From an optimization exercise on the open Yosys and OpenROAD flow, aimed at small area; shortcuts taken in it are not production practice.
RTL that was checked went through simulation tests only; none was proved equivalent to the original.
For run 3, only the layout was checked, not whether the RTL still works.
No activity file was given, so power comes from the tool's default toggle rates.

==> design/flow/design.v <==
`default_nettype none
package motor_pkg;
	typedef struct packed {
		logic a;
		logic b;
	} quad_t;
	typedef struct packed {
		logic [7:0]            rpm;   
		logic [1:0]            dir;   
		logic [17-1:0] kp;
		logic [17-1:0] ki;
		logic [17-1:0] kd;
	} ctrl_cmd_t;
	typedef struct packed {
		logic signed [16-1:0] setpoint;
		logic [17-1:0]         kp;
		logic [17-1:0]         ki;
		logic [17-1:0]         kd;
	} ctrl_set_t;
	typedef struct packed {
		logic [8-1:0] duty;
		logic                  fwd;
		logic                  rev;
	} drive_t;
endpackage
`default_nettype wire
`default_nettype none
`timescale 1ns/1ps
module quad_debounce
(
	input  wire             fpga_clk_50,
	input  wire             hps_fpga_reset_n,
	input  motor_pkg::quad_t enc,         
	output motor_pkg::quad_t enc_clean    
);
	localparam int DEB = 8;
	localparam int CW  = $clog2(DEB + 1);
	motor_pkg::quad_t           sync_1;            
	motor_pkg::quad_t           sync_2;
	motor_pkg::quad_t           sample_q;          
	logic [CW-1:0]   stable_cnt;        
	always_ff @(posedge fpga_clk_50 or negedge hps_fpga_reset_n)
	begin
		if (!hps_fpga_reset_n)
		begin
			sync_1     <= '0;
			sync_2     <= '0;
			sample_q   <= '0;
			stable_cnt <= '0;
			enc_clean  <= '0;
		end
		else
		begin
			sync_1   <= enc;
			sync_2   <= sync_1;
			sample_q <= sync_2;
			if (sync_2 != sample_q)
				stable_cnt <= '0;                   
			else if (stable_cnt != CW'(DEB))
				stable_cnt <= stable_cnt + 1'b1;    
			if (stable_cnt == CW'(DEB))
				enc_clean <= sample_q;              
		end
	end
endmodule
`default_nettype wire
`default_nettype none
`timescale 1ns/1ps
module quad_decoder
(
	input  wire                             fpga_clk_50,
	input  wire                             hps_fpga_reset_n,
	input  motor_pkg::quad_t                enc_clean,
	output logic signed [32-1:0]   count,
	output logic                            inc,         
	output logic                            dec          
);
	motor_pkg::quad_t      prev;        
	logic [3:0] step;        
	logic [32:0]   cy;       
	logic [32-1:0] nxt;
	assign step = {prev, enc_clean};
	assign cy[0] = inc;
	genvar gi;
	generate
		for (gi = 0; gi < 32; gi++)
		begin : g_chain
			assign nxt[gi]    = count[gi] ^ dec ^ cy[gi];
			assign cy[gi + 1] = (count[gi] & dec) | (count[gi] & cy[gi]) | (dec & cy[gi]);
		end
	endgenerate
	always_comb
	begin
		inc = 1'b0;
		dec = 1'b0;
		case (step)
			4'b00_01, 4'b01_11, 4'b11_10, 4'b10_00:
				inc = 1'b1;
			4'b01_00, 4'b11_01, 4'b10_11, 4'b00_10:
				dec = 1'b1;
			default:
				;                    
		endcase
	end
	always_ff @(posedge fpga_clk_50 or negedge hps_fpga_reset_n)
	begin
		if (!hps_fpga_reset_n)
		begin
			prev  <= '0;
			count <= '0;
		end
		else
		begin
			prev  <= enc_clean;
			count <= nxt;             
		end
	end
endmodule
`default_nettype wire
`default_nettype none
`timescale 1ns/1ps
module speed_meter
(
	input  wire                             fpga_clk_50,
	input  wire                             hps_fpga_reset_n,
	input  wire                             inc,
	input  wire                             dec,
	output logic [11:0]                     tick,       
	output logic signed [9:0]               speed,
	output logic                            armed       
);
	logic                  strobe;
	logic signed [9:0]     delta;      
	logic [9:0]            dbase;      
	logic [10:0]           dcy;
	logic [9:0]            dnxt;
	logic [12:0]           tcy;
	logic [11:0]           tnxt;
	assign strobe = &tick;
	assign dbase  = strobe ? 10'd0 : delta;
	assign dcy[0] = inc;
	assign tcy[0] = 1'b1;
	genvar gi;
	generate
		for (gi = 0; gi < 10; gi++)
		begin : g_dchain
			assign dnxt[gi]    = dbase[gi] ^ dec ^ dcy[gi];
			assign dcy[gi + 1] = (dbase[gi] & dec) | (dbase[gi] & dcy[gi]) | (dec & dcy[gi]);
		end
		for (gi = 0; gi < 12; gi++)
		begin : g_tchain
			assign tnxt[gi]    = tick[gi] ^ tcy[gi];
			assign tcy[gi + 1] = tick[gi] & tcy[gi];
		end
	endgenerate
	always_ff @(posedge fpga_clk_50 or negedge hps_fpga_reset_n)
	begin
		if (!hps_fpga_reset_n)
		begin
			tick  <= '0;
			delta <= '0;
			speed <= '0;
			armed <= 1'b0;
		end
		else
		begin
			tick  <= tnxt;
			delta <= dnxt;
			if (strobe)
			begin
				speed <= delta;
				armed <= 1'b1;
			end
		end
	end
endmodule
`default_nettype wire
`default_nettype none
`timescale 1ns/1ps
module cmd_port
(
	input  wire                   fpga_clk_50,
	input  wire                   hps_fpga_reset_n,
	input  wire                   cmd_req,
	input  motor_pkg::ctrl_cmd_t  cmd,
	output logic                  cmd_ack,
	output logic [7:0]            sp_mag,      
	output logic                  sp_neg,      
	output logic [17-1:0] kp,
	output logic [17-1:0] ki,
	output logic [17-1:0] kd,
	output logic                  gv           
);
	logic req_s1, req_s2;    
	always_ff @(posedge fpga_clk_50 or negedge hps_fpga_reset_n)
	begin
		if (!hps_fpga_reset_n)
		begin
			req_s1  <= 1'b0;
			req_s2  <= 1'b0;
			cmd_ack <= 1'b0;
			gv      <= 1'b0;
		end
		else
		begin
			req_s1  <= cmd_req;
			req_s2  <= req_s1;
			cmd_ack <= req_s2;
			if (req_s2 && !cmd_ack)
				gv <= 1'b1;
		end
	end
	always_ff @(posedge fpga_clk_50)
	begin
		if (req_s2 && !cmd_ack)
		begin
			sp_mag <= cmd.rpm & {8{cmd.dir[0]}};
			sp_neg <= cmd.dir[1];
			kp <= cmd.kp;
			ki <= cmd.ki;
			kd <= cmd.kd;
		end
	end
endmodule
`default_nettype wire
`default_nettype none
`timescale 1ns/1ps
module pid_regulator
(
	input  wire                             fpga_clk_50,
	input  wire                             hps_fpga_reset_n,
	input  wire [11:0]                      tick,
	input  wire                             armed,
	input  wire [7:0]                       sp_mag,
	input  wire                             sp_neg,
	input  wire [17-1:0]            kp,
	input  wire [17-1:0]            ki,
	input  wire [17-1:0]            kd,
	input  wire                             gv,
	input  wire signed [9:0]                speed,
	output logic [8-1:0]           duty,
	output logic                            fwd,
	output logic                            rev
);
	localparam int RW = 15;
	localparam int NW = 53;        
	logic signed [12:0]   integ;
	logic signed [10:0]   err_q;
	logic signed [10:0]   err_n;
	logic [RW-1:0]        R;
	logic [NW-1:0]        W;
	logic [1:0]           ph;      
	logic                 dly;     
	logic                 cy;      
	logic [6:0]  t;
	logic        act, t0, t1, t2, t3, t57, su, last;
	logic        ph0, ph1, ph2;
	logic        g, s;
	logic        sel_sp, sel_ns, sel_i, sel_neq, sel_e, sh, hold;
	logic [RW-1:0] a, b, sum;
	logic [RW:0]   rc;
	logic        cin;
	logic [RW-1:0] sp_x, speed_x, integ_x, errq_x, errn_x;
	assign t    = tick[6:0];
	assign act  = armed && (tick[11:7] == 5'd0);
	assign su   = (t[6:2] == 5'd0) && (t[1:0] != 2'd3);     
	assign t0   = (t == 7'd0);
	assign t1   = (t == 7'd1);
	assign t2   = (t == 7'd2);
	assign t3   = (t == 7'd3);
	assign t57  = act && (t == 7'd57);
	assign last = (t >= 7'd54);
	assign ph0  = (ph == 2'd0);
	assign ph1  = (ph == 2'd1);
	assign ph2  = (ph == 2'd2);
	assign g = W[0] & ~last;
	logic          ld;
	logic [NW-1:0] wpat;
	assign ld = t0 && gv;
	always_comb
	begin
		wpat[1:0] = 2'b00;
		for (int j = 0; j < 17; j++)
		begin
			wpat[2 + 3 * j] = ki[j];
			wpat[3 + 3 * j] = kd[j];
			wpat[4 + 3 * j] = kp[j];
		end
	end
	assign s = g ^ dly ^ cy;
	assign sp_x    = {{(RW-8){sp_neg}}, sp_mag ^ {8{sp_neg}}};
	assign speed_x = {{(RW-10){speed[9]}}, speed};
	assign integ_x = {{(RW-13){integ[12]}}, integ};
	assign errq_x  = {{(RW-11){err_q[10]}}, err_q};
	assign errn_x  = {{(RW-11){err_n[10]}}, err_n};
	assign sh   = ph0 && !t0 && !t3;
	assign hold = !ph0;
	assign sel_sp  = t0 && gv;
	assign sel_ns  = t1;
	assign sel_i   = t2 || (!su && ph0 && g);
	assign sel_neq = !su && ph1 && g;
	assign sel_e   = !su && ph2 && s;
	assign cin     = (sel_sp && sp_neg) || sel_ns || sel_neq;
	always_comb
	begin
		for (int i = 0; i < RW; i++)
		begin
			a[i] = (hold && R[i]) || (sh && R[(i < RW - 1) ? i + 1 : i]);
			b[i] = (sel_sp && sp_x[i]) || (sel_ns && !speed_x[i]) || (sel_i && integ_x[i])
				|| (sel_neq && !errq_x[i]) || (sel_e && errn_x[i]);
		end
	end
	assign rc[0] = cin;
	genvar gi;
	generate
		for (gi = 0; gi < RW; gi++)
		begin : g_add
			assign sum[gi]    = a[gi] ^ b[gi] ^ rc[gi];
			assign rc[gi + 1] = (a[gi] & b[gi]) | (a[gi] & rc[gi]) | (b[gi] & rc[gi]);
		end
	endgenerate
	logic               ovf;
	logic signed [12:0] integ_c;
	assign ovf     = sum[14] ? (!sum[12] || (sum[11:0] == 12'd0)) : sum[12];
	assign integ_c = {sum[14], ovf ? {11{!sum[14]}} : sum[11:1], ovf || sum[0]};
	logic [8:0]  ulo;
	logic        un, sat;
	logic [7:0]  mag;
	always_comb
	begin
		for (int j = 0; j < 9; j++)
			ulo[j] = W[2 + 3 * (j + 8)];
		un = R[RW-1];
		if (!un)
			sat = (|R) || ulo[8];
		else
			sat = !((&R) && ulo[8]) || (ulo[7:0] == 8'd0);
		mag = (ulo[7:0] ^ {8{un}}) + {7'd0, un};
	end
	always_ff @(posedge fpga_clk_50)
	begin
		R   <= sum;
		ph  <= (&tick || ph2) ? 2'd0 : ph + 2'd1;
		dly <= g;
		cy  <= ph2 ? ((g & dly) | (g & cy) | (dly & cy)) : cy;
		if (t1)
			err_n <= sum[10:0];
		for (int i = 0; i < NW; i++)
			W[i] <= ((i < NW - 1) ? W[(i < NW - 1) ? i + 1 : i] : (R[0] && (tick[11:6] == 6'd0) && !t0))
				|| (ld && wpat[i]);
	end
	always_ff @(posedge fpga_clk_50 or negedge hps_fpga_reset_n)
	begin
		if (!hps_fpga_reset_n)
		begin
			integ <= '0;
			err_q <= '0;
			duty  <= '0;
			fwd   <= 1'b0;
			rev   <= 1'b0;
		end
		else
		begin
			if (act && t2)
				integ <= integ_c;
			if (t57)
			begin
				err_q <= err_n;
				duty  <= mag | {8{sat}};
				fwd   <= !un && ((|R) || (|ulo));
				rev   <= un;
			end
		end
	end
endmodule
`default_nettype wire
`default_nettype none
`timescale 1ns/1ps
module pwm_driver
(
	input  wire                fpga_clk_50,
	input  wire                hps_fpga_reset_n,
	input  wire [7:0]          cnt,
	input  wire [7:0]          duty,
	input  wire                armed,       
	output logic               pwm
);
	logic [7:0] duty_q;      
	always_ff @(posedge fpga_clk_50 or negedge hps_fpga_reset_n)
	begin
		if (!hps_fpga_reset_n)
			pwm <= 1'b0;
		else
			pwm <= armed && (cnt < duty_q);
	end
	always_ff @(posedge fpga_clk_50)
	begin
		if (&cnt)
			duty_q <= duty;         
	end
endmodule
`default_nettype wire
`default_nettype none
`timescale 1ns/1ps
module motor_channel
(
	input  wire                             fpga_clk_50,
	input  wire                             hps_fpga_reset_n,
	input  wire [1:0]                       enc,       
	input  wire                             cmd_req,
	input  wire [60:0]                      cmd,       
	output logic                            cmd_ack,
	output logic signed [32-1:0]   count,
	output logic signed [16-1:0]   speed,
	output logic [8-1:0]           duty,
	output logic                            fwd,
	output logic                            rev,
	output logic                            pwm
);
	motor_pkg::quad_t      enc_in;
	motor_pkg::ctrl_cmd_t  cmd_in;
	motor_pkg::quad_t      enc_clean;
	logic                  inc, dec;
	logic [11:0]           tick;
	logic signed [9:0]     speed_s;
	logic                  armed;
	logic [7:0]            sp_mag;
	logic                  sp_neg;
	logic [17-1:0] kp, ki, kd;
	logic                  gv;
	assign enc_in = enc;
	assign cmd_in = cmd;
	assign speed = {{(16-10){speed_s[9]}}, speed_s};
	quad_debounce u_quad_debounce (
		.fpga_clk_50 (fpga_clk_50), .hps_fpga_reset_n (hps_fpga_reset_n),
		.enc (enc_in), .enc_clean (enc_clean)
	);
	quad_decoder u_quad_decoder (
		.fpga_clk_50 (fpga_clk_50), .hps_fpga_reset_n (hps_fpga_reset_n),
		.enc_clean (enc_clean), .count (count), .inc (inc), .dec (dec)
	);
	speed_meter u_speed_meter (
		.fpga_clk_50 (fpga_clk_50), .hps_fpga_reset_n (hps_fpga_reset_n),
		.inc (inc), .dec (dec), .tick (tick), .speed (speed_s), .armed (armed)
	);
	cmd_port u_cmd_port (
		.fpga_clk_50 (fpga_clk_50), .hps_fpga_reset_n (hps_fpga_reset_n),
		.cmd_req (cmd_req), .cmd (cmd_in), .cmd_ack (cmd_ack),
		.sp_mag (sp_mag), .sp_neg (sp_neg), .kp (kp), .ki (ki), .kd (kd), .gv (gv)
	);
	pid_regulator u_pid_regulator (
		.fpga_clk_50 (fpga_clk_50), .hps_fpga_reset_n (hps_fpga_reset_n),
		.tick (tick), .armed (armed), .sp_mag (sp_mag), .sp_neg (sp_neg),
		.kp (kp), .ki (ki), .kd (kd), .gv (gv), .speed (speed_s),
		.duty (duty), .fwd (fwd), .rev (rev)
	);
	pwm_driver u_pwm_driver (
		.fpga_clk_50 (fpga_clk_50), .hps_fpga_reset_n (hps_fpga_reset_n),
		.cnt (tick[7:0]), .duty (duty), .armed (armed), .pwm (pwm)
	);
endmodule
`default_nettype wire
==> design/flow/flow/run.sh <==
#!/bin/bash
# standard layout, with the port buffers made of the smallest buffer cell
export BUFFER_PORTS_ARGS="-buffer_cell sky130_fd_sc_hd__buf_1"
export CTS_ARGS="-sink_clustering_enable -repair_clock_nets -dont_use_dummy_load -buf_list sky130_fd_sc_hd__clkbuf_4 -sink_clustering_buffer sky130_fd_sc_hd__clkbuf_16 -sink_clustering_size 34 -sink_clustering_max_diameter 70"
bash standard.sh > standard.log 2>&1
==> design/flow/standard.sh <==
#!/bin/bash
# synth_recipe.tcl (not shown) runs the flow's synth.tcl, then flattens the netlist and writes it again
# the make line also repeats each setting of config.mk as NAME=value (left out here)
make -C /OpenROAD-flow-scripts/flow DESIGN_CONFIG=/design/flow/config.mk WORK_HOME=/design/flow/orfs CLKGATE_MAP_FILE= SYNTH_SCRIPT=/design/flow/synth_recipe.tcl "${@:-finish}"
==> design/flow/config.mk <==
export PLATFORM = sky130hd
export DESIGN_NAME = motor_channel
export DESIGN_NICKNAME = motor_channel
export VERILOG_FILES = /design/flow/design.v
export SDC_FILE = /design/flow/constraint.sdc
export NUM_CORES = 4
export LEC_CHECK = 0
export CAP_MARGIN = 20
export CORE_MARGIN = 2
export CORE_UTILIZATION = 75
export PLACE_DENSITY = 0.85
export SLEW_MARGIN = 20
==> design/flow/constraint.sdc <==
create_clock -name core_clock -period 20.0 [get_ports {fpga_clk_50}]
set_input_delay 4.0000 -clock core_clock [delete_from_list [all_inputs] [get_ports {fpga_clk_50}]]
set_output_delay 4.0000 -clock core_clock [all_outputs]
set_load 0.01 [all_outputs]
==> results of run 1 <==
cells by family (layout without fill, tap and decap cells):
| family | Yosys count | after routing | synth area share |
|---|---|---|---|
| XOR/XNOR | 31 | 31 | 0.02558 |
| flip-flops | 269 | 269 | 0.6212 |
| adder cells (fa/ha/maj) | 82 | 82 | 0.1319 |
| multiplexers | 14 | 14 | 0.01491 |
| AND/OR/NAND/NOR | 190 | 190 | 0.08660 |
| buffers and inverters | 62 | 173 | 0.02443 |
| AO/OA/AOI/OAI | 134 | 134 | 0.09532 |
worst max-delay path: cells and delay by family, from the launching register on:
| family | cells | cell delay (ns) |
|---|---|---|
| buf+inv | 1 | 0.37 |
| fa+ha+maj | 31 | 12.41 |
| simple gates | 1 | 0.06 |
| xor+xnor | 3 | 0.55 |
| flops | 1 | 0.41 |
through the flow:
step                instance area (um2)  hold slack, ns  utilization  power (uW)  std cells
floorplan                         10910          0.3096            -       602.2        782
global placement                  11530          0.3166       0.8022       616.6       1064
detailed placement                11530          0.3121       0.8022       619.5       1064
CTS                               11800          0.3389       0.8211       862.2       1077
global route                      11800          0.3516       0.8211       885.3       1077
finish                            11800          0.3401       0.8211       857.1       1077
power groups by stage:
stage / sequential [uW] / combinational, uW / clock, uW
floorplan: 594 / 8.00 / 0
global placement: 593 / 23.5 / 0
detailed placement: 594 / 25.4 / 0
CTS: 583 / 25.8 / 254
global route: 584 / 28.7 / 272
finish: 583 / 25.2 / 249
final cells by class:
cell class              count  share of cell area
repair buffers            131             0.04390
multi-input cells         451              0.3299
inverters                  29            0.009226
clock buffers              13             0.02312
flip-flops and latches    269              0.5743
well taps                 184             0.01951
cell usage in the layout (no fill, tap or decap), types with 2 or more instances in the layout:
cell type,synthesis,routed
a21o_1,54,54
o21ai_0,2,2
nand4_1,10,10
buf_4,7,6
nor2_4,1,2
mux2i_2,2,2
o221ai_1,8,8
clkbuf_16,0,10
or4_1,2,2
clkbuf_4,0,4
nor2b_1,12,11
xnor2_1,16,16
dfrtp_1,118,118
a22o_1,21,21
xor2_1,14,14
edfxtp_1,80,80
a22oi_1,2,2
nand3_1,3,3
nor3_1,3,2
a21oi_1,21,21
buf_1,2,124
nor4_1,12,11
a31oi_1,4,4
fa_1,55,55
nor2_1,37,36
dfxtp_1,71,71
nand2b_1,13,13
or2_2,6,6
inv_1,27,27
or3_1,2,2
ha_1,27,27
mux2_2,12,12
a221o_1,8,8
and2_1,13,13
nand2_1,68,68
or4_4,2,2
cells in the mapped netlist, drive strengths merged, types with 2 or more instances:
master  count
nand2b     13
dfxtp      71
nand3       3
nor2       38
mux2       12
nor4       12
ha         27
a31oi       4
nor3        3
fa         55
a221o       8
a22oi       2
buf        10
or4         4
or2         7
nand2      68
and2       13
a21oi      22
mux2i       2
nand4      10
a21o       54
xor2       15
inv        28
o21ai       3
dfrtp     118
or3         2
xnor2      16
a22o       21
o221ai      8
nor2b      12
edfxtp     80
clkbuf     23
worst paths after layout:
path | slack, ns | startpoint | to
hold reg to reg | 0.34 | u_pid_regulator.W[1]$_DFF_P_ | u_pid_regulator.W[0]$_DFF_P_
setup / recovery | 6.04 | u_quad_debounce.enc_clean[0]$_DFFE_PN0N_ | u_quad_decoder.count[31]$_DFF_PN0_
setup reg to reg | 6.04 | u_quad_debounce.enc_clean[0]$_DFFE_PN0N_ | u_quad_decoder.count[31]$_DFF_PN0_
hold / removal | 0.34 | u_pid_regulator.W[1]$_DFF_P_ | u_pid_regulator.W[0]$_DFF_P_
max in group asynchronous | 15.26 | hps_fpga_reset_n | u_pid_regulator.err_q[6]$_DFFE_PN0P_
min in group asynchronous | 3.42 | hps_fpga_reset_n | u_speed_meter.delta[9]$_DFF_PN0_
flip-flops by register name, indices dropped and copies added (netlist names), 2 cells and up:
name,count
u_pid_regulator.err_q,11
u_pid_regulator.W,53
u_cmd_port.sp_mag,8
u_cmd_port.ki,17
u_pid_regulator.err_n,11
u_quad_debounce.stable_cnt,4
u_pid_regulator.integ,13
u_pid_regulator.R,15
u_speed_meter.speed,10
u_pid_regulator.ph,2
u_quad_debounce.sync_1,2
u_quad_debounce.enc_clean,2
u_cmd_port.kd,17
u_pid_regulator.duty,8
u_speed_meter.delta,10
u_quad_decoder.count,32
u_quad_decoder.prev,2
u_speed_meter.tick,12
u_quad_debounce.sync_2,2
u_pwm_driver.duty_q,8
u_quad_debounce.sample_q,2
u_cmd_port.kp,17
metal layers:
layer	share of wire	wire length (um)	global-route usage	vias up
met5	0	0	0	-
met4	0.022	473	0.07865	0
met3	0.064	1354	0.04081	51
met2	0.51	10820	0.4912	286
met1	0.41	8668	0.4036	3252
li1	-	-	-	2927
==> out/qor.csv, run 1 <==
metric,value,unit
status,"complete, no violations",
grt_pass1_wl,35.50,mm
layout.nets,1043,
clkLatencyLatePin,0.64,ns
drtPass1Iterations,5,
start_util,0.7591,
ys_top_cells_by_area,"dfrtp_1 (27%), edfxtp_1 (22%), dfxtp_1 (13%)",
synth-seq-cells,269,
setup_tns,0,ns
worstSetupPathType,reg2reg,
ioPinCount,126,
antenna_found_initial,0,
switching_share,0.2059,
die_area,15530,um2
synth_top_area_share,0.2707,
io_buffers,125,
yosys.area.top_type,dfrtp_1,
hold_path.class,reg2reg,
slew_violations,0,
ys_types,59,
fillerInstances,795,
cpPeakStageDelay,0.53,ns
async_flop_share,0.4387,
syn_inst,782,
post_cts_buffers,0,
setup_ws,6.039,ns
grt_pass1_vias,6927,
synth_ff_type,dfrtp_1,
end_kind,flip-flop,
cts.reportedPaths.clkPinSlew,0.11,ns
die_w,124.6,um
gp_congestion,0.9024,
area_growth,8.167,%
power_density,72.65,nW/um2
hpwlAfterDp,14.76,mm
cts-htree-levels,1,
coreArea,14370,um2
fp.dieH,124.6,um
wire_per_inst,19.79,um
grt-ovfl-total,0,
clkPwrFrac,0.291,
clock.fmax,71.63,MHz
grt_use_total,0.2896,
startpoint_type,flip-flop,
tightest_slew,0.9496,ns
place_ws,5.919,ns
arrival,14.45,ns
drive_gt1_frac,0.06047,
yosysSeqAreaShare,0.6212,
finalClockSkew,0.05560,ns
drtAntennaViolNets,0,
p_switching,176.5,uW
r2r_cells,36,
hold_buffers,0,
wirelength,21.32,mm
cp_common_cell,fa_1,
synth_enable_flop_cells,80,
pwr-share-comb,0.029,
cts_buffer_depth,3,
synth_fp_nets,930,
cts_root_buf,clkbuf_4,
cts-buffers-inserted,13,
required,20.49,ns
ff_latch_area,6777,um2
rsz0062_at_grt,false,
cts_resized,0,
drc_errors,0,
hold_violations,0,
yosys_warnings,6,
multi_input_area,3892,um2
cts_tree,yes,
setup_viol,0,
period_share,0.6980,
antenna_cells,0,
synth.cell_area,10910,um2
fp-row-count,44,
relSlewSlack,0.3646,
syn_avg_cell_area,13.95,um2
grt_max_degree,71,
drv_cap,0,
p_int,680.6,uW
whs_path_depth,0,
first_iter_violations,550,
post-route-min-period,13.96,ns
peakVddDrop,0.09083,mV
cts_sinks,269,
p_leak,0.005498,uW
seqPwrFrac,0.680,
crit_fanout,42,
vias,6516,
avgViaCountPerCell,6.050,
crit_path_top_delay_cell,fa_1,
==> run 2: changes to the inputs <==
--- a/design/flow/design.v
+++ b/design/flow/design.v
@@ -274,5 +274,13 @@
 	assign ph1  = (ph == 2'd1);
 	assign ph2  = (ph == 2'd2);
-	assign g = W[0] & ~last;
+	logic [NW-1:0] wv, wnx;
+	assign wv = W ^ {(NW/2){2'b10}};
+	assign g = wv[0] & ~last;
+	always_comb
+	begin
+		for (int i = 0; i < NW; i++)
+			wnx[i] = (((i < NW - 1) ? wv[(i < NW - 1) ? i + 1 : i] : (R[0] && (tick[11:6] == 6'd0) && !t0))
+				|| (ld && wpat[i])) ^ (i % 2 == 1);
+	end
 	logic          ld;
 	logic [NW-1:0] wpat;
@@ -330,5 +338,5 @@
 	begin
 		for (int j = 0; j < 9; j++)
-			ulo[j] = W[2 + 3 * (j + 8)];
+			ulo[j] = wv[2 + 3 * (j + 8)];
 		un = R[RW-1];
 		if (!un)
@@ -347,6 +355,5 @@
 			err_n <= sum[10:0];
 		for (int i = 0; i < NW; i++)
-			W[i] <= ((i < NW - 1) ? W[(i < NW - 1) ? i + 1 : i] : (R[0] && (tick[11:6] == 6'd0) && !t0))
-				|| (ld && wpat[i]);
+			W[i] <= wnx[i];
 	end
 	always_ff @(posedge fpga_clk_50 or negedge hps_fpga_reset_n)
==> design/flow/flow/run.sh (replaced) <==
#!/bin/bash
# standard layout, with the port buffers made of the smallest buffer cell
export BUFFER_PORTS_ARGS="-buffer_cell sky130_fd_sc_hd__buf_1"
export CTS_ARGS="-sink_clustering_enable -repair_clock_nets -dont_use_dummy_load -buf_list sky130_fd_sc_hd__clkbuf_4 -sink_clustering_buffer sky130_fd_sc_hd__clkbuf_16 -sink_clustering_size 30 -sink_clustering_max_diameter 80"
bash standard.sh > standard.log 2>&1
--- a/design/flow/config.mk
+++ b/design/flow/config.mk
@@ -8,5 +8,7 @@
 export CAP_MARGIN = 20
 export CORE_MARGIN = 2
-export CORE_UTILIZATION = 75
-export PLACE_DENSITY = 0.85
+export CORE_UTILIZATION = 40
+export CTS_BUF_LIST = sky130_fd_sc_hd__clkbuf_16
+export CTS_CLUSTER_DIAMETER = 80
+export CTS_CLUSTER_SIZE = 30
 export SLEW_MARGIN = 20
==> run 2 against run 1 <==
Synthesized cell count rose by 2.2%. Still clean on timing, DRC and antenna. Highest routed layer unchanged. Final area grew 1.7%. Clock skew grew 0.019 ns. Wire length shrank 6.8%. Critical endpoint unchanged. Clock-buffer cell count rose by 2.
==> out/qor.csv, run 2 <==
metric,value,unit,change
async_flop_share,0.4387,,unchanged
clock.fmax,74.56,MHz,was 71.63 MHz
largest_reg_flops,53,,unchanged
gp_congestion,0.7797,,was 0.9024
fp.dieH,168.5,um,was 124.6 um
worstReg2RegStart,u_quad_debounce.enc_clean[1]$_DFFE_PN0N_,,was u_quad_debounce.enc_clean[0]$_DFFE_PN0N_
grt_max_degree,68,,was 71
finalClockSkew,0.07475,ns,was 0.05560 ns
setup_viol,0,,unchanged
wirelength,19.87,mm,was 21.32 mm
layout.nets,1066,,was 1043
hpwlAfterDp,13.66,mm,was 14.76 mm
avgViaCountPerCell,4.893,,was 6.050
cts.reportedPaths.clkPinSlew,0.09,ns,was 0.11 ns
drc_errors,0,,unchanged
drive_gt1_frac,0.06332,,was 0.06047
area_growth,10.83,%,was 8.167%
io_buffers,125,,unchanged
ys_top_cells_by_area,"dfrtp_1 (27%), edfxtp_1 (22%), dfxtp_1 (13%)",,unchanged
antenna_found_initial,1,,was 0
post-synth-top-count-cell,dfrtp_1,,unchanged
drv_cap,0,,unchanged
grt_pass1_vias,6130,,was 6927
whs_path_depth,0,,unchanged
grt_use_total,0.1430,,was 0.2896
peakVddDrop,0.06390,mV,was 0.09083 mV
cts-htree-levels,1,,unchanged
final_cell_mix,"buf_1 (124), dfrtp_1 (118), nand2_1 (109), edfxtp_1 (80), dfxtp_1 (71)",,"was buf_1 (124), dfrtp_1 (118), edfxtp_1 (80), dfxtp_1 (71), nand2_1 (68)"
die_w,168.5,um,was 124.6 um
syn_avg_cell_area,13.55,um2,was 13.95 um2
cts_root_buf,clkbuf_4,,unchanged
hold_path.class,reg2reg,,unchanged
yosys.area.top_type,dfrtp_1,,unchanged
grt-ovfl-total,0,,unchanged
cpPeakStageDelay,0.51,ns,was 0.53 ns
synth_top_area_share,0.2727,,was 0.2707
cts-buffers-inserted,15,,was 13
drtPass1Iterations,4,,was 5
ioPinCount,126,,unchanged
die_area,28400,um2,was 15530 um2
cts_resized,0,,unchanged
cts_buffer_depth,3,,unchanged
startpoint_type,flip-flop,,unchanged
top_register,u_pid_regulator.W,,unchanged
final_common_cell,buf_1,,unchanged
first_iter_violations,363,,was 550
cts_tree,yes,,unchanged
arrival,13.95,ns,was 14.45 ns
crit_fanout,41,,was 42
start_util,0.4040,,was 0.7591
yosys_warnings,6,,unchanged
wire_per_inst,15.79,um,was 19.79 um
post_cts_buffers,0,,unchanged
cts_sinks,269,,unchanged
slew_violations,0,,unchanged
status,"complete, no violations",,unchanged
period_share,0.6706,,was 0.6980
cp_common_cell,fa_1,,unchanged
hold_buffers,0,,unchanged
multi_input_area,3811,um2,was 3892 um2
syn_inst,799,,was 782
synth-seq-cells,269,,unchanged
fillerInstances,2432,,was 795
post-route-min-period,13.41,ns,was 13.96 ns
ys_types,59,,unchanged
power_density,73.50,nW/um2,was 72.65 nW/um2
ff_latch_area,6777,um2,unchanged
drtAntennaViolNets,0,,unchanged
synth_fp_nets,947,,was 930
required,20.54,ns,was 20.49 ns
clkLatencyLatePin,0.70,ns,was 0.64 ns
fp-row-count,60,,was 44
synth_enable_flop_cells,80,,unchanged
synth.cell_area,10830,um2,was 10910 um2
grt_pass1_wl,32.51,mm,was 35.50 mm
end_kind,flip-flop,,unchanged
crit_path_top_delay_cell,fa_1,,unchanged
hold_violations,0,,unchanged
vias,6155,,was 6516
worstSetupPathType,reg2reg,,unchanged
ys_top_cells_by_count,"dfrtp_1 (118), nand2_1 (109), edfxtp_1 (80)",,"was dfrtp_1 (118), edfxtp_1 (80), dfxtp_1 (71)"
rsz0062_at_grt,false,,unchanged
r2r-end,u_quad_decoder.count[31]$_DFF_PN0_,,unchanged
tightest_slew,0.8767,ns,was 0.9496 ns
r2r_cells,35,,was 36
hold_slack,0.3494,ns,was 0.3401 ns
min_to,u_quad_debounce.sync_2[0]$_DFF_PN0_,,was u_pid_regulator.W[0]$_DFF_P_
coreArea,26800,um2,was 14370 um2
worstHoldStart,u_quad_debounce.sync_1[0]$_DFF_PN0_,,was u_pid_regulator.W[1]$_DFF_P_
setup_tns,0,ns,unchanged
r2r_slack,6.59,ns,was 6.04 ns
largestRegisters,"u_pid_regulator.W (53), u_quad_decoder.count (32)",,unchanged
p_leak,0.005341,uW,was 0.005498 uW
relSlewSlack,0.4156,,was 0.3646
yosysSeqAreaShare,0.6258,,was 0.6212
synth_ff_type,dfrtp_1,,unchanged
==> run 2: changes by cell type after synthesis, sizes merged, moves of 2 or more <==
cell | previous run | this run
nor2b | 12 | 17
nand2 | 68 | 109
a32o | 0 | 2
o22ai | 0 | 2
a21boi | 0 | 2
a21o | 54 | 6
inv | 28 | 30
clkbuf | 23 | 21
nand3 | 3 | 5
buf | 10 | 12
nor2 | 38 | 31
a21oi | 22 | 44
==> run 2: worst max-delay path by stage <==
stage                                                   from                                 end
finish              u_quad_debounce.enc_clean[1]$_DFFE_PN0N_  u_quad_decoder.count[31]$_DFF_PN0_
global route        u_quad_debounce.enc_clean[0]$_DFFE_PN0N_  u_quad_decoder.count[31]$_DFF_PN0_
CTS                 u_quad_debounce.enc_clean[1]$_DFFE_PN0N_  u_quad_decoder.count[31]$_DFF_PN0_
detailed placement  u_quad_debounce.enc_clean[1]$_DFFE_PN0N_  u_quad_decoder.count[31]$_DFF_PN0_
global placement    u_quad_debounce.enc_clean[1]$_DFFE_PN0N_  u_quad_decoder.count[31]$_DFF_PN0_
floorplan           u_quad_debounce.enc_clean[1]$_DFFE_PN0N_  u_quad_decoder.count[31]$_DFF_PN0_
==> run 2: cells by family after synthesis <==
| kind of cell | after synthesis | synth area share |
|---|---|---|
| flops | 269 | 0.6258 |
| simple gates | 227 | 0.09995 |
| compound gates | 112 | 0.07546 |
| fa+ha+maj | 82 | 0.1329 |
| buf+inv | 63 | 0.02473 |
| xor+xnor | 31 | 0.02577 |
| mux | 15 | 0.01537 |
==> run 2: power by group <==
group	internal (uW)	total, uW	switching, uW
Sequential	575	582	6.12
Combinational	8.70	24.5	15.8
Clock	113	276	163
Total	697	882	185
==> run 2: area by class of cell <==
class,instances,share of cell area
clock buffer,15,0.02690
multi-input combinational,467,0.3176
tap,341,0.03555
timing repair buffer,135,0.04567
sequential,269,0.5647
antenna,1,0.0002085
inverter,30,0.009384
==> run 2: per-layer routing <==
metal  part of all wire  GRT usage  up-vias  routed length [um]
met5                  0          0        -                   0
met2               0.47     0.2310      117                9281
li1                   -          -     2968                   -
met3              0.037    0.02174       30                 744
met1               0.48     0.2062     3040                9482
met4              0.018    0.03261        0                 359
==> run 2: per-stage QoR <==
| step | setup slack (ns) | total power, uW | instance area (um2) | utilization | instances |
|---|---|---|---|---|---|
| after detailed placement | 6.559 | 619.0 | 11670 | 0.4356 | 1242 |
| after floorplan | 5.740 | 602.2 | 10830 | - | 799 |
| after CTS | 6.529 | 895.0 | 12000 | 0.4477 | 1257 |
| after global routing | 5.989 | 918.1 | 12000 | 0.4478 | 1258 |
| final | 6.588 | 882.0 | 12000 | 0.4478 | 1258 |
| after global placement | 6.719 | 618.3 | 11670 | 0.4356 | 1242 |
==> run 2: critical path: cells and delay by family, from the launching register on <==
family	cells	cell delay, ns
fa+ha+maj	30	11.87
buf+inv	1	0.37
xor+xnor	3	0.58
flops	1	0.41
simple gates	1	0.06
==> run 3: changes to the inputs <==
--- a/design/flow/design.v
+++ b/design/flow/design.v
@@ -185,6 +185,6 @@
 	input  motor_pkg::ctrl_cmd_t  cmd,
 	output logic                  cmd_ack,
-	output logic [7:0]            sp_mag,      
-	output logic                  sp_neg,      
+	output logic [7:0]            sp_rpm,      
+	output logic [1:0]            sp_dir,      
 	output logic [17-1:0] kp,
 	output logic [17-1:0] ki,
@@ -215,6 +215,6 @@
 		if (req_s2 && !cmd_ack)
 		begin
-			sp_mag <= cmd.rpm & {8{cmd.dir[0]}};
-			sp_neg <= cmd.dir[1];
+			sp_rpm <= cmd.rpm;
+			sp_dir <= cmd.dir;
 			kp <= cmd.kp;
 			ki <= cmd.ki;
@@ -232,6 +232,6 @@
 	input  wire [11:0]                      tick,
 	input  wire                             armed,
-	input  wire [7:0]                       sp_mag,
-	input  wire                             sp_neg,
+	input  wire [7:0]                       sp_rpm,
+	input  wire [1:0]                       sp_dir,
 	input  wire [17-1:0]            kp,
 	input  wire [17-1:0]            ki,
@@ -274,13 +274,5 @@
 	assign ph1  = (ph == 2'd1);
 	assign ph2  = (ph == 2'd2);
-	logic [NW-1:0] wv, wnx;
-	assign wv = W ^ {(NW/2){2'b10}};
-	assign g = wv[0] & ~last;
-	always_comb
-	begin
-		for (int i = 0; i < NW; i++)
-			wnx[i] = (((i < NW - 1) ? wv[(i < NW - 1) ? i + 1 : i] : (R[0] && (tick[11:6] == 6'd0) && !t0))
-				|| (ld && wpat[i])) ^ (i % 2 == 1);
-	end
+	assign g = W[0] & ~last;
 	logic          ld;
 	logic [NW-1:0] wpat;
@@ -297,5 +289,5 @@
 	end
 	assign s = g ^ dly ^ cy;
-	assign sp_x    = {{(RW-8){sp_neg}}, sp_mag ^ {8{sp_neg}}};
+	assign sp_x    = {{(RW-8){sp_dir[1]}}, sp_rpm ^ {8{sp_dir[1]}}};
 	assign speed_x = {{(RW-10){speed[9]}}, speed};
 	assign integ_x = {{(RW-13){integ[12]}}, integ};
@@ -304,16 +296,16 @@
 	assign sh   = ph0 && !t0 && !t3;
 	assign hold = !ph0;
-	assign sel_sp  = t0 && gv;
+	assign sel_sp  = t0 && gv && sp_dir[0];
 	assign sel_ns  = t1;
 	assign sel_i   = t2 || (!su && ph0 && g);
 	assign sel_neq = !su && ph1 && g;
 	assign sel_e   = !su && ph2 && s;
-	assign cin     = (sel_sp && sp_neg) || sel_ns || sel_neq;
+	assign cin     = (sel_sp && sp_dir[1]) || sel_ns || sel_neq;
 	always_comb
 	begin
 		for (int i = 0; i < RW; i++)
 		begin
-			a[i] = (hold && R[i]) || (sh && R[(i < RW - 1) ? i + 1 : i]);
-			b[i] = (sel_sp && sp_x[i]) || (sel_ns && !speed_x[i]) || (sel_i && integ_x[i])
+			a[i] = (hold && R[i]) || (sh && R[(i < RW - 1) ? i + 1 : i]) || (sel_sp && sp_x[i]);
+			b[i] = (sel_ns && !speed_x[i]) || (sel_i && integ_x[i])
 				|| (sel_neq && !errq_x[i]) || (sel_e && errn_x[i]);
 		end
@@ -338,5 +330,5 @@
 	begin
 		for (int j = 0; j < 9; j++)
-			ulo[j] = wv[2 + 3 * (j + 8)];
+			ulo[j] = W[2 + 3 * (j + 8)];
 		un = R[RW-1];
 		if (!un)
@@ -355,5 +347,6 @@
 			err_n <= sum[10:0];
 		for (int i = 0; i < NW; i++)
-			W[i] <= wnx[i];
+			W[i] <= ((i < NW - 1) ? W[(i < NW - 1) ? i + 1 : i] : (R[0] && (tick[11:6] == 6'd0) && !t0))
+				|| (ld && wpat[i]);
 	end
 	always_ff @(posedge fpga_clk_50 or negedge hps_fpga_reset_n)
@@ -432,6 +425,6 @@
 	logic signed [9:0]     speed_s;
 	logic                  armed;
-	logic [7:0]            sp_mag;
-	logic                  sp_neg;
+	logic [7:0]            sp_rpm;
+	logic [1:0]            sp_dir;
 	logic [17-1:0] kp, ki, kd;
 	logic                  gv;
@@ -454,9 +447,9 @@
 		.fpga_clk_50 (fpga_clk_50), .hps_fpga_reset_n (hps_fpga_reset_n),
 		.cmd_req (cmd_req), .cmd (cmd_in), .cmd_ack (cmd_ack),
-		.sp_mag (sp_mag), .sp_neg (sp_neg), .kp (kp), .ki (ki), .kd (kd), .gv (gv)
+		.sp_rpm (sp_rpm), .sp_dir (sp_dir), .kp (kp), .ki (ki), .kd (kd), .gv (gv)
 	);
 	pid_regulator u_pid_regulator (
 		.fpga_clk_50 (fpga_clk_50), .hps_fpga_reset_n (hps_fpga_reset_n),
-		.tick (tick), .armed (armed), .sp_mag (sp_mag), .sp_neg (sp_neg),
+		.tick (tick), .armed (armed), .sp_rpm (sp_rpm), .sp_dir (sp_dir),
 		.kp (kp), .ki (ki), .kd (kd), .gv (gv), .speed (speed_s),
 		.duty (duty), .fwd (fwd), .rev (rev)
==> run 3 against run 2 <==
Final cell count shrank 2.2%. Still clean on timing, DRC and antenna. Final area is 0.55% higher. Die area grew 0.68%. Critical path type unchanged. Non-clock buffer count decreased by 1. Clock power hardly changed. Total power hardly changed. Hold slack lost 0.014 ns. Global-route usage is essentially flat. Clock skew is 0.029 ns lower. Clock-buffer cell count unchanged. Worst setup slack got worse by 0.39 ns.
==> out/qor.csv, run 3 <==
metric,value,unit,change
grt_use_total,0.1427,,was 0.1430
cts_root_buf,clkbuf_4,,unchanged
period_share,0.6900,,was 0.6706
worstHoldStart,u_pid_regulator.W[1]$_DFF_P_,,was u_quad_debounce.sync_1[0]$_DFF_PN0_
synth_enable_flop_cells,81,,was 80
hold_path.class,reg2reg,,unchanged
synth.cell_area,10900,um2,was 10830 um2
vias,6008,,was 6155
final_cell_mix,"buf_1 (124), dfrtp_1 (118), edfxtp_1 (81), dfxtp_1 (71), fa_1 (55)",,"was buf_1 (124), dfrtp_1 (118), nand2_1 (109), edfxtp_1 (80), dfxtp_1 (71)"
final_common_cell,buf_1,,unchanged
cts-htree-levels,1,,unchanged
synth_xor_area_frac,0.02547,,was 0.02577
cts_sinks,270,,was 269
largest_reg_flops,53,,unchanged
ys_top_cells_by_area,"dfrtp_1 (27%), edfxtp_1 (22%), dfxtp_1 (13%)",,unchanged
top_register,u_pid_regulator.W,,unchanged
post-route-min-period,13.80,ns,was 13.41 ns
ys_types,56,,was 59
drv_cap,0,,unchanged
drtAntennaViolNets,0,,unchanged
fp.dieH,169.1,um,was 168.5 um
cts.reportedPaths.clkPinSlew,0.10,ns,was 0.09 ns
drive_gt1_frac,0.07995,,was 0.06332
synth_adder_area_share,0.1320,,was 0.1329
arrival,14.25,ns,was 13.95 ns
crit_path_top_delay_cell,fa_1,,unchanged
cts_buffer_depth,3,,unchanged
syn_avg_cell_area,14.12,um2,was 13.55 um2
die_w,169.1,um,was 168.5 um
yosys_warnings,6,,unchanged
hold_slack,0.3356,ns,was 0.3494 ns
grt-ovfl-total,0,,unchanged
crit_start,u_quad_debounce.enc_clean[1]$_DFFE_PN0N_,,unchanged
cts-buffers-inserted,15,,unchanged
ioPinCount,126,,unchanged
antenna_found_initial,1,,unchanged
setup_tns,0,ns,unchanged
cpPeakStageDelay,0.52,ns,was 0.51 ns
fillerInstances,2458,,was 2432
placed_cell_area,11740,um2,was 11670 um2
wirelength,19.76,mm,was 19.87 mm
post-synth-top-count-cell,dfrtp_1,,unchanged
async_flop_share,0.4370,,was 0.4387
cp_common_cell,fa_1,,unchanged
largestRegisters,"u_pid_regulator.W (53), u_quad_decoder.count (32)",,unchanged
hold_violations,0,,unchanged
gp_congestion,0.7954,,was 0.7797
p_leak,0.005541,uW,was 0.005341 uW
die_area,28600,um2,was 28400 um2
drc_errors,0,,unchanged
finalClockSkew,0.04601,ns,was 0.07475 ns
area_growth,10.66,%,was 10.83%
startpoint_type,flip-flop,,unchanged
worstReg2RegStart,u_quad_debounce.enc_clean[1]$_DFFE_PN0N_,,unchanged
synth_fp_nets,920,,was 947
ff_latch_area,6807,um2,was 6777 um2
multi_input_area,3825,um2,was 3811 um2
wire_per_inst,16.07,um,was 15.79 um
required,20.45,ns,was 20.54 ns
setup_viol,0,,unchanged
cts_resized,0,,unchanged
syn_inst,772,,was 799
peakVddDrop,0.05864,mV,was 0.06390 mV
synth_mux_area_frac,0.02880,,was 0.01537
end_kind,flip-flop,,unchanged
start_util,0.4057,,was 0.4040
grt_pass1_vias,6252,,was 6130
crit_fanout,42,,was 41
hpwlAfterDp,13.91,mm,was 13.66 mm
slew_violations,0,,unchanged
layout.nets,1038,,was 1066
synth_top_family_by_area,adder cells,,unchanged
clkLatencyLatePin,0.65,ns,was 0.70 ns
io_buffers,125,,unchanged
coreArea,26880,um2,was 26800 um2
relSlewSlack,0.4425,,was 0.4156
synth-seq-cells,270,,was 269
synth_top_area_share,0.2708,,was 0.2727
post_cts_buffers,0,,unchanged
avgViaCountPerCell,4.885,,was 4.893
synth_compound_gate_area_share,0.08858,,was 0.07546
status,"complete, no violations",,unchanged
grt_pass1_wl,32.91,mm,was 32.51 mm
p_total,881.7,uW,was 882.0 uW
tightest_slew,0.8363,ns,was 0.8767 ns
ys_top_cells_by_count,"dfrtp_1 (118), edfxtp_1 (81), dfxtp_1 (71)",,"was dfrtp_1 (118), nand2_1 (109), edfxtp_1 (80)"
rsz0062_at_grt,false,,unchanged
power_density,73.07,nW/um2,was 73.50 nW/um2
yosysSeqAreaShare,0.6242,,was 0.6258
final_core_util,0.4490,,was 0.4478
worstSetupPathType,reg2reg,,unchanged
final_area,12070,um2,was 12000 um2
hold_buffers,0,,unchanged
drtPass1Iterations,4,,unchanged
synth_ff_type,dfrtp_1,,unchanged
clock.fmax,72.46,MHz,was 74.56 MHz
yosys.area.top_type,dfrtp_1,,unchanged
cts_tree,yes,,unchanged
first_iter_violations,346,,was 363
fp-row-count,60,,unchanged
grt_max_degree,65,,was 68
synth_simple_gate_area_frac,0.07355,,was 0.09995
==> run 3: path summary, 6_finish.rpt <==
| path | slack [ns] | cells past startpoint | to |
|---|---|---|---|
| max | 6.20 | 36 | u_quad_decoder.count[31]$_DFF_PN0_ |
| min reg2reg | 0.34 | 0 | u_pid_regulator.W[0]$_DFF_P_ |
| min | 0.34 | 0 | u_pid_regulator.W[0]$_DFF_P_ |
| max in group asynchronous | 15.17 | 2 | u_speed_meter.tick[10]$_DFF_PN0_ |
| min in group asynchronous | 3.45 | 1 | u_quad_decoder.count[20]$_DFF_PN0_ |
| max reg2reg | 6.20 | 36 | u_quad_decoder.count[31]$_DFF_PN0_ |
==> run 3: stage by stage <==
stage | setup slack (ns) | instances
finish | 6.200 | 1230
CTS | 6.107 | 1229
global placement | 6.425 | 1214
floorplan | 5.740 | 772
global route | 5.686 | 1230
detailed placement | 6.155 | 1214
==> run 3: final cells by class <==
| cell class | count | share of cell area |
|---|---|---|
| antenna | 1 | 0.0002074 |
| inverter | 38 | 0.01182 |
| multi-input combinational | 431 | 0.3170 |
| tap | 341 | 0.03536 |
| clock buffer | 15 | 0.02675 |
| sequential | 270 | 0.5641 |
| timing repair buffer | 134 | 0.04479 |
==> run 3: logic make-up (layout without fill, tap and decap cells) <==
kind of cell / count (synthesis) / in the layout
adders and majority gates: 82 / 82
and+or+nand+nor: 157 / 157
other: 0 / 1
xor gates and xnor gates: 30 / 30
AOI/OAI and AO/OA: 134 / 134
muxes: 28 / 28
DFF: 270 / 270
buffers and inverters: 71 / 187
==> run 3: critical path, delay by kind of cell (launching register included) <==
| family | cells | cell delay (ns) |
|---|---|---|
| simple gates | 1 | 0.04 |
| flops | 1 | 0.42 |
| xor+xnor | 3 | 0.57 |
| buf+inv | 1 | 0.37 |
| fa+ha+maj | 31 | 12.18 |
==> run 3: where the power goes <==
part / internal, uW / leakage [uW] / total (uW) / switching [uW]
combinational: 8.32 / 0.00245 / 23.7 / 15.3
clock: 113 / 0.000162 / 274 / 161
sequential: 578 / 0.00293 / 584 / 6.45
==> run 3: routing by layer <==
| metal | routed length (um) | global-route usage | vias to the layer above | share of wire |
|---|---|---|---|---|
| li1 | - | - | 2902 | - |
| met1 | 9671 | 0.2132 | 2965 | 0.49 |
| met2 | 8921 | 0.2233 | 125 | 0.45 |
| met3 | 915 | 0.02011 | 16 | 0.046 |
| met4 | 255 | 0.03159 | 0 | 0.013 |
| met5 | 0 | 0 | - | 0 |
==> run 4: changes to the inputs <==
--- a/design/flow/design.v
+++ b/design/flow/design.v
@@ -251,10 +251,10 @@
 	logic [NW-1:0]        W;
 	logic [1:0]           ph;      
-	logic                 dly;     
 	logic                 cy;      
+	logic                 stepped;  
 	logic [6:0]  t;
 	logic        act, t0, t1, t2, t3, t57, su, last;
 	logic        ph0, ph1, ph2;
-	logic        g, s;
+	logic        g, g1, s;
 	logic        sel_sp, sel_ns, sel_i, sel_neq, sel_e, sh, hold;
 	logic [RW-1:0] a, b, sum;
@@ -274,5 +274,14 @@
 	assign ph1  = (ph == 2'd1);
 	assign ph2  = (ph == 2'd2);
-	assign g = W[0] & ~last;
+	logic [NW-1:0] wv, wnx;
+	assign wv = W ^ {(NW/2){2'b10}};
+	assign g  = wv[0] & ~last;
+	assign g1 = wv[1] & ~last;
+	always_comb
+	begin
+		for (int i = 0; i < NW; i++)
+			wnx[i] = (((i < NW - 1) ? wv[(i < NW - 1) ? i + 1 : i] : (R[0] && (tick[11:6] == 6'd0) && !t0))
+				|| (ld && wpat[i])) ^ (i % 2 == 1);
+	end
 	logic          ld;
 	logic [NW-1:0] wpat;
@@ -284,9 +293,9 @@
 		begin
 			wpat[2 + 3 * j] = ki[j];
-			wpat[3 + 3 * j] = kd[j];
-			wpat[4 + 3 * j] = kp[j];
+			wpat[3 + 3 * j] = kp[j];
+			wpat[4 + 3 * j] = kd[j];
 		end
 	end
-	assign s = g ^ dly ^ cy;
+	assign s  = g ^ g1 ^ cy;        
 	assign sp_x    = {{(RW-8){sp_dir[1]}}, sp_rpm ^ {8{sp_dir[1]}}};
 	assign speed_x = {{(RW-10){speed[9]}}, speed};
@@ -298,7 +307,7 @@
 	assign sel_sp  = t0 && gv && sp_dir[0];
 	assign sel_ns  = t1;
-	assign sel_i   = t2 || (!su && ph0 && g);
-	assign sel_neq = !su && ph1 && g;
-	assign sel_e   = !su && ph2 && s;
+	assign sel_i   = (t2 && stepped) || (!su && ph0 && g);
+	assign sel_e   = !su && ph1 && s;
+	assign sel_neq = !su && ph2 && g && stepped;
 	assign cin     = (sel_sp && sp_dir[1]) || sel_ns || sel_neq;
 	always_comb
@@ -330,5 +339,5 @@
 	begin
 		for (int j = 0; j < 9; j++)
-			ulo[j] = W[2 + 3 * (j + 8)];
+			ulo[j] = wv[2 + 3 * (j + 8)];
 		un = R[RW-1];
 		if (!un)
@@ -342,11 +351,16 @@
 		R   <= sum;
 		ph  <= (&tick || ph2) ? 2'd0 : ph + 2'd1;
-		dly <= g;
-		cy  <= ph2 ? ((g & dly) | (g & cy) | (dly & cy)) : cy;
+		cy  <= ph1 ? ((g & g1) | (g & cy) | (g1 & cy)) : cy;
 		if (t1)
 			err_n <= sum[10:0];
 		for (int i = 0; i < NW; i++)
-			W[i] <= ((i < NW - 1) ? W[(i < NW - 1) ? i + 1 : i] : (R[0] && (tick[11:6] == 6'd0) && !t0))
-				|| (ld && wpat[i]);
+			W[i] <= wnx[i];
+	end
+	always_ff @(posedge fpga_clk_50)
+	begin
+		if (act && t2)
+			integ <= integ_c;
+		if (t57)
+			err_q <= err_n;
 	end
 	always_ff @(posedge fpga_clk_50 or negedge hps_fpga_reset_n)
@@ -354,17 +368,14 @@
 		if (!hps_fpga_reset_n)
 		begin
-			integ <= '0;
-			err_q <= '0;
-			duty  <= '0;
-			fwd   <= 1'b0;
-			rev   <= 1'b0;
+			stepped <= 1'b0;
+			duty    <= '0;
+			fwd     <= 1'b0;
+			rev     <= 1'b0;
 		end
 		else
 		begin
-			if (act && t2)
-				integ <= integ_c;
 			if (t57)
 			begin
-				err_q <= err_n;
+				stepped <= 1'b1;
 				duty  <= mag | {8{sat}};
 				fwd   <= !un && ((|R) || (|ulo));
==> run 4 against run 3 <==
Flip-flop and latch count stayed put. Final cell count shrank 1.1%. Non-clock buffer count is the same. Register-to-register slack improved by 0.43 ns. Final area fell by 1.4%. Synthesized cell count shrank 1.4%. Largest power group unchanged. Critical endpoint unchanged. Worst setup slack improved by 0.43 ns. Total power decreased by 0.74%. Global-route usage is 0.55 points lower. Largest cell class unchanged.
==> out/qor.csv, run 4 <==
metric,value,unit,change
crit_path_top_delay_cell,fa_1,,unchanged
cts-htree-levels,1,,unchanged
grt-ovfl-total,0,,unchanged
crit_end,u_quad_decoder.count[31]$_DFF_PN0_,,unchanged
fp-row-count,59,,was 60
r2r_slack,6.63,ns,was 6.20 ns
drive_gt1_frac,0.05795,,was 0.07995
post-route-min-period,13.37,ns,was 13.80 ns
die_area,28180,um2,was 28600 um2
finalClockSkew,0.08469,ns,was 0.04601 ns
vias,5987,,was 6008
final_common_cell,buf_1,,unchanged
synth_enable_flop_cells,105,,was 81
syn_avg_cell_area,14.11,um2,was 14.12 um2
synth_fp_nets,909,,was 920
cts.reportedPaths.clkPinSlew,0.11,ns,was 0.10 ns
fillerInstances,2351,,was 2458
io_buffers,125,,unchanged
yosys_warnings,6,,unchanged
fp.dieH,167.9,um,was 169.1 um
final_cell_mix,"buf_1 (124), edfxtp_1 (105), dfrtp_1 (95), nand2_1 (77), dfxtp_1 (70)",,"was buf_1 (124), dfrtp_1 (118), edfxtp_1 (81), dfxtp_1 (71), fa_1 (55)"
coreArea,26210,um2,was 26880 um2
cp_common_cell,fa_1,,unchanged
syn_inst,761,,was 772
arrival,13.91,ns,was 14.25 ns
grt_use_total,0.1372,,was 0.1427
yosysSeqAreaShare,0.6454,,was 0.6242
cpPeakStageDelay,0.51,ns,was 0.52 ns
rsz0062_at_grt,false,,unchanged
area_growth,10.75,%,was 10.66%
layout.nets,1030,,was 1038
hpwlAfterDp,13.46,mm,was 13.91 mm
die_w,167.9,um,was 169.1 um
synth_ff_type,edfxtp_1,,was dfrtp_1
grt_max_degree,65,,unchanged
fin_cells,1216,,was 1230
status,"complete, no violations",,unchanged
post_cts_buffers,0,,unchanged
avgViaCountPerCell,4.924,,was 4.885
ioPinCount,126,,unchanged
yosys.area.top_type,edfxtp_1,,was dfrtp_1
hold_path.class,reg2reg,,unchanged
start_util,0.4098,,was 0.4057
wire_per_inst,15.46,um,was 16.07 um
ys_top_cells_by_count,"edfxtp_1 (105), dfrtp_1 (95), nand2_1 (77)",,"was dfrtp_1 (118), edfxtp_1 (81), dfxtp_1 (71)"
synth.cell_area,10740,um2,was 10900 um2
drv_cap,0,,unchanged
wirelength,18.80,mm,was 19.76 mm
cts_sinks,270,,unchanged
clock.fmax,74.79,MHz,was 72.46 MHz
slew_violations,0,,unchanged
end_kind,flip-flop,,unchanged
gp_congestion,0.7973,,was 0.7954
synth-seq-cells,270,,unchanged
largestRegisters,"u_pid_regulator.W (53), u_quad_decoder.count (32)",,unchanged
worstReg2RegStart,u_quad_debounce.enc_clean[1]$_DFFE_PN0N_,,unchanged
setup_viol,0,,unchanged
period_share,0.6686,,was 0.6900
clkLatencyLatePin,0.69,ns,was 0.65 ns
dp_cells,1201,,was 1214
setup_tns,0,ns,unchanged
relSlewSlack,0.3856,,was 0.4425
worstSetupPathType,reg2reg,,unchanged
hold_buffers,0,,unchanged
ys_top_cells_by_area,"edfxtp_1 (29%), dfrtp_1 (22%), dfxtp_1 (13%)",,"was dfrtp_1 (27%), edfxtp_1 (22%), dfxtp_1 (13%)"
async_flop_share,0.3519,,was 0.4370
largest_reg_flops,53,,unchanged
cts_resized,0,,unchanged
p_leak,0.005015,uW,was 0.005541 uW
p_total,875.2,uW,was 881.7 uW
synth_top_area_share,0.2936,,was 0.2708
first_iter_violations,334,,was 346
antenna_found_initial,1,,unchanged
peakVddDrop,0.08901,mV,was 0.05864 mV
grt_pass1_wl,31.17,mm,was 32.91 mm
cts_buffer_depth,3,,unchanged
crit_fanout,41,,was 42
drc_errors,0,,unchanged
crit_start,u_quad_debounce.enc_clean[1]$_DFFE_PN0N_,,unchanged
startpoint_type,flip-flop,,unchanged
ys_types,56,,unchanged
r2r_cells,35,,was 36
drtAntennaViolNets,0,,unchanged
tightest_slew,0.9148,ns,was 0.8363 ns
hold_violations,0,,unchanged
top_register,u_pid_regulator.W,,unchanged
required,20.53,ns,was 20.45 ns
r2r-end,u_quad_decoder.count[31]$_DFF_PN0_,,unchanged
power_density,73.57,nW/um2,was 73.07 nW/um2
cts-buffers-inserted,14,,was 15
cts_tree,yes,,unchanged
hold_slack,0.3100,ns,was 0.3356 ns
post-synth-top-count-cell,edfxtp_1,,was dfrtp_1
cts_root_buf,clkbuf_4,,unchanged
drtPass1Iterations,4,,unchanged
grt_pass1_vias,6177,,was 6252
==> run 4: cell families after synthesis <==
| family | after synthesis | share of synthesized area |
|---|---|---|
| flip-flops | 270 | 0.6454 |
| AND/OR/NAND/NOR | 183 | 0.08364 |
| AO/OA/AOI/OAI | 117 | 0.07211 |
| adder cells (fa/ha/maj) | 82 | 0.1340 |
| buffers and inverters | 65 | 0.02551 |
| XOR/XNOR | 28 | 0.02283 |
| multiplexers | 16 | 0.01654 |
==> run 4: worst min path at each step <==
stage | start | end | depth (start not counted)
2_1_floorplan | u_cmd_port.req_s1$_DFF_PN0_ | u_cmd_port.req_s2$_DFF_PN0_ | 0
3_3_place_gp | u_quad_debounce.sync_1[1]$_DFF_PN0_ | u_quad_debounce.sync_2[1]$_DFF_PN0_ | 0
3_5_place_dp | u_quad_debounce.sync_1[1]$_DFF_PN0_ | u_quad_debounce.sync_2[1]$_DFF_PN0_ | 0
4_1_cts | u_pid_regulator.W[43]$_DFF_P_ | u_pid_regulator.W[42]$_DFF_P_ | 1
5_1_grt | u_pid_regulator.W[43]$_DFF_P_ | u_pid_regulator.W[42]$_DFF_P_ | 1
6_report | u_pid_regulator.W[43]$_DFF_P_ | u_pid_regulator.W[42]$_DFF_P_ | 1
==> run 4: area by class of cell <==
type	count	area [um2]	share of cell area
Sequential cell	270	6932	0.5827
Tap cell	335	419.2	0.03524
Antenna cell	1	2.502	0.0002104
Multi-Input combinational cell	426	3568	0.3000
Clock buffer	14	297.8	0.02503
Timing Repair Buffer	134	540.5	0.04544
Inverter	36	135.1	0.01136
==> run 4: per-layer routing <==
layer	GRT usage	vias up	wire (um)	part of all wire
li1	-	2874	-	-
met2	0.2314	121	9091	0.48
met4	0.03554	0	378	0.020
met3	0.02891	27	1049	0.056
met5	0	-	0	0
met1	0.1817	2965	8277	0.44
==> run 4: worst max-delay path: cells and delay by family, from the launching register on <==
family	cells	cell delay, ns
AND/OR/NAND/NOR	1	0.06
XOR/XNOR	3	0.57
adder cells (fa/ha/maj)	30	11.81
buffers and inverters	1	0.37
flip-flops	1	0.42
==> run 4: report_power, final <==
group | total (uW) | internal [uW] | switching [uW]
clock | 263 | 104 | 159
sequential | 590 | 584 | 6.22
combinational | 22.3 | 8.36 | 13.9
==> run 4: per-stage QoR <==
stage | setup slack [ns] | instance area, um2 | utilization
floorplan | 5.738 | 10740 | -
global placement | 6.803 | 11590 | 0.4424
detailed placement | 6.419 | 11590 | 0.4424
CTS | 6.476 | 11890 | 0.4538
global route | 6.068 | 11900 | 0.4539
finish | 6.629 | 11900 | 0.4539
==> run 5: changes to the inputs <==
--- a/design/flow/config.mk
+++ b/design/flow/config.mk
@@ -8,7 +8,5 @@
 export CAP_MARGIN = 20
 export CORE_MARGIN = 2
-export CORE_UTILIZATION = 40
-export CTS_BUF_LIST = sky130_fd_sc_hd__clkbuf_16
-export CTS_CLUSTER_DIAMETER = 80
-export CTS_CLUSTER_SIZE = 30
+export CORE_UTILIZATION = 65
+export PLACE_DENSITY = 0.8
 export SLEW_MARGIN = 20
==> run 5 against run 4 <==
Sequential power about the same. Die area decreased by 38%. Critical path type unchanged. Area after synthesis unchanged. Flip-flop and latch count unchanged. Non-clock buffer count decreased by 1. Critical path depth unchanged. Still clean on timing, DRC and antenna. Final area decreased by 1.5%. Largest cell class unchanged. Sequential share of layout area increased by 0.92 points. Clock skew decreased by 0.045 ns. Synthesized cell count unchanged. Worst setup slack got worse by 0.32 ns. Via count increased by 3.8%.
==> out/qor.csv, run 5 <==
metric,value,unit,change
grt_use_total,0.2276,,was 0.1372
relSlewSlack,0.4313,,was 0.3856
grt-ovfl-total,0,,unchanged
hold_path.class,reg2reg,,unchanged
peakVddDrop,0.09687,mV,was 0.08901 mV
synth_xor_area_frac,0.02283,,unchanged
worstSetupPathType,reg2reg,,unchanged
drtPass1Iterations,5,,was 4
post_cts_buffers,0,,unchanged
cts-buffers-inserted,13,,was 14
yosysSeqAreaShare,0.6454,,unchanged
cts_root_buf,clkbuf_4,,unchanged
final_core_util,0.7319,,was 0.4539
synth_compound_gate_area_share,0.07211,,unchanged
synth_fp_nets,909,,unchanged
cts_resized,0,,unchanged
finalClockSkew,0.03969,ns,was 0.08469 ns
setup_ws,6.307,ns,was 6.629 ns
fp-row-count,46,,was 59
cpPeakStageDelay,0.53,ns,was 0.51 ns
r2r_slack,6.31,ns,was 6.63 ns
hold_violations,0,,unchanged
place_ws,6.308,ns,was 6.419 ns
hpwlAfterDp,13.85,mm,was 13.46 mm
synth_mux_area_frac,0.01654,,unchanged
arrival,14.15,ns,was 13.91 ns
drive_gt1_frac,0.05581,,was 0.05795
syn_avg_cell_area,14.11,um2,unchanged
yosys_warnings,6,,unchanged
setup_viol,0,,unchanged
fillerInstances,1065,,was 2351
clock.fmax,73.03,MHz,was 74.79 MHz
largest_reg_flops,53,,unchanged
largestRegisters,"u_pid_regulator.W (53), u_quad_decoder.count (32)",,unchanged
top_register,u_pid_regulator.W,,unchanged
cp_common_cell,fa_1,,unchanged
power_density,73.66,nW/um2,was 73.57 nW/um2
crit_path_top_delay_cell,fa_1,,unchanged
drc_errors,0,,unchanged
vias,6213,,was 5987
antenna_found_initial,0,,was 1
ys_top_cells_by_count,"edfxtp_1 (105), dfrtp_1 (95), nand2_1 (77)",,unchanged
cts_buffer_depth,3,,unchanged
grt_pass1_wl,32.18,mm,was 31.17 mm
coreArea,16000,um2,was 26210 um2
synth_enable_flop_cells,105,,unchanged
hold_slack,0.3542,ns,was 0.3100 ns
yosys.area.top_type,edfxtp_1,,unchanged
drtAntennaViolNets,0,,unchanged
drv_cap,0,,unchanged
gp_congestion,0.8843,,was 0.7973
end_kind,flip-flop,,unchanged
antenna_cells,0,,was 1
synth-seq-cells,270,,unchanged
crit_fanout,41,,unchanged
cts_tree,yes,,unchanged
setup_tns,0,ns,unchanged
cts-htree-levels,1,,unchanged
grt_pass1_vias,6452,,was 6177
post-route-min-period,13.69,ns,was 13.37 ns
startpoint_type,flip-flop,,unchanged
synth_top_family_by_area,adder cells,,unchanged
synth_top_area_share,0.2936,,unchanged
required,20.46,ns,was 20.53 ns
tightest_slew,0.8531,ns,was 0.9148 ns
ys_top_cells_by_area,"edfxtp_1 (29%), dfrtp_1 (22%), dfxtp_1 (13%)",,unchanged
rsz0062_at_grt,false,,unchanged
layout.nets,1028,,was 1030
period_share,0.6847,,was 0.6686
io_buffers,125,,unchanged
post-synth-top-count-cell,edfxtp_1,,unchanged
syn_inst,761,,unchanged
hold_buffers,0,,unchanged
final_cell_mix,"buf_1 (124), edfxtp_1 (105), dfrtp_1 (95), nand2_1 (77), dfxtp_1 (70)",,unchanged
synth.cell_area,10740,um2,unchanged
status,"complete, no violations",,unchanged
ys_types,56,,unchanged
slew_violations,0,,unchanged
ioPinCount,126,,unchanged
synth_simple_gate_area_frac,0.08364,,unchanged
area_growth,9.040,%,was 10.75%
cts_sinks,270,,unchanged
synth_adder_area_share,0.1340,,unchanged
grt_max_degree,70,,was 65
wire_per_inst,17.68,um,was 15.46 um
start_util,0.6713,,was 0.4098
cts.reportedPaths.clkPinSlew,0.11,ns,about the same
first_iter_violations,414,,was 334
avgViaCountPerCell,5.679,,was 4.924
die_area,17570,um2,was 28180 um2
async_flop_share,0.3519,,unchanged
synth_ff_type,edfxtp_1,,unchanged
fp.dieH,132.5,um,was 167.9 um
wirelength,19.34,mm,was 18.80 mm
die_w,132.5,um,was 167.9 um
p_leak,0.004997,uW,was 0.005015 uW
final_common_cell,buf_1,,unchanged
p_total,862.7,uW,was 875.2 uW
clkLatencyLatePin,0.64,ns,was 0.69 ns
run 5: cell count changes in the layout (fill, tap and decap cells not counted), sizes merged:
cell	before	now
diode	1	0
clkbuf	15	14
buf	133	132
run 5: final timing paths:
check,startpoint,to,cells past startpoint
worst max-delay path,u_quad_debounce.enc_clean[1]$_DFFE_PN0N_,u_quad_decoder.count[31]$_DFF_PN0_,35
worst min-delay path,u_quad_debounce.sync_1[1]$_DFF_PN0_,u_quad_debounce.sync_2[1]$_DFF_PN0_,0
worst max register to register,u_quad_debounce.enc_clean[1]$_DFFE_PN0N_,u_quad_decoder.count[31]$_DFF_PN0_,35
worst min register to register,u_quad_debounce.sync_1[1]$_DFF_PN0_,u_quad_debounce.sync_2[1]$_DFF_PN0_,0
max in group asynchronous,hps_fpga_reset_n,u_quad_debounce.sample_q[1]$_DFF_PN0_,2
min in group asynchronous,hps_fpga_reset_n,u_speed_meter.delta[9]$_DFF_PN0_,1
run 5: logic make-up after synthesis:
family,Yosys count
AOI/OAI and AO/OA,117
xor gates and xnor gates,28
adders and majority gates,82
buffers and inverters,65
DFF,270
muxes,16
and+or+nand+nor,183
run 5: layout make-up:
class / instances / area (um2) / share of cell area
flip-flops and latches: 270 / 6932 / 0.5919
repair buffers: 133 / 533.0 / 0.04551
inverters: 36 / 135.1 / 0.01154
well taps: 216 / 270.3 / 0.02308
multi-input cells: 426 / 3568 / 0.3047
clock buffers: 13 / 272.8 / 0.02329
run 5: power breakdown:
| part | leakage, uW | internal, uW | switching, uW |
|---|---|---|---|
| sequential | 0.00276 | 584 | 6.54 |
| clock | 0.000137 | 96.1 | 154 |
| combinational | 0.00210 | 8.42 | 14.0 |
run 5: routing by layer:
layer	up-vias	GRT usage	wire (um)
li1	2877	-	-
met1	3118	0.3068	8083
met2	186	0.3964	9860
met3	32	0.03716	1087
met4	0	0.04958	309
met5	-	0	0
run 5: through the flow:
stage               instances  cell area [um2]
finish                   1094            11710
global route             1094            11710
CTS                      1094            11710
floorplan                 761            10740
detailed placement       1081            11440
global placement         1081            11440
run 5: critical path: cells and delay by family, from the launching register on:
| family | cells | cell delay (ns) |
|---|---|---|
| buffers and inverters | 1 | 0.38 |
| and+or+nand+nor | 1 | 0.06 |
| DFF | 1 | 0.42 |
| xor gates and xnor gates | 3 | 0.58 |
| adders and majority gates | 30 | 12.07 |

==> afterwards: timing with drivers on the ports <==
The results above use ideal ports. As a check the final layouts listed here were re-extracted and re-timed, cells and wires unchanged. Step 1 assumes that a clkbuf_16 drives the clock port and a buf_2 every other input. Step 2, shift: input delay + t, output delay - t, t = (earliest + latest rising clock arrival at the registers) / 2. This alone moves slack from input paths to output paths. Slacks: no drivers / after step 1 / after step 2; pairs: no drivers / after step 1.
run | t (ns) | setup WS [ns]
run 1 | 0.645 | 6.039 / 6.039 / 6.039
run 2 | 0.699 | 6.588 / 6.588 / 6.588
run 3 | 0.669 | 6.200 / 6.200 / 6.200
run 4 | 0.688 | 6.629 / 6.629 / 6.629
run 5 | 0.656 | 6.307 / 6.307 / 6.307
After both steps every run listed still meets setup and hold.
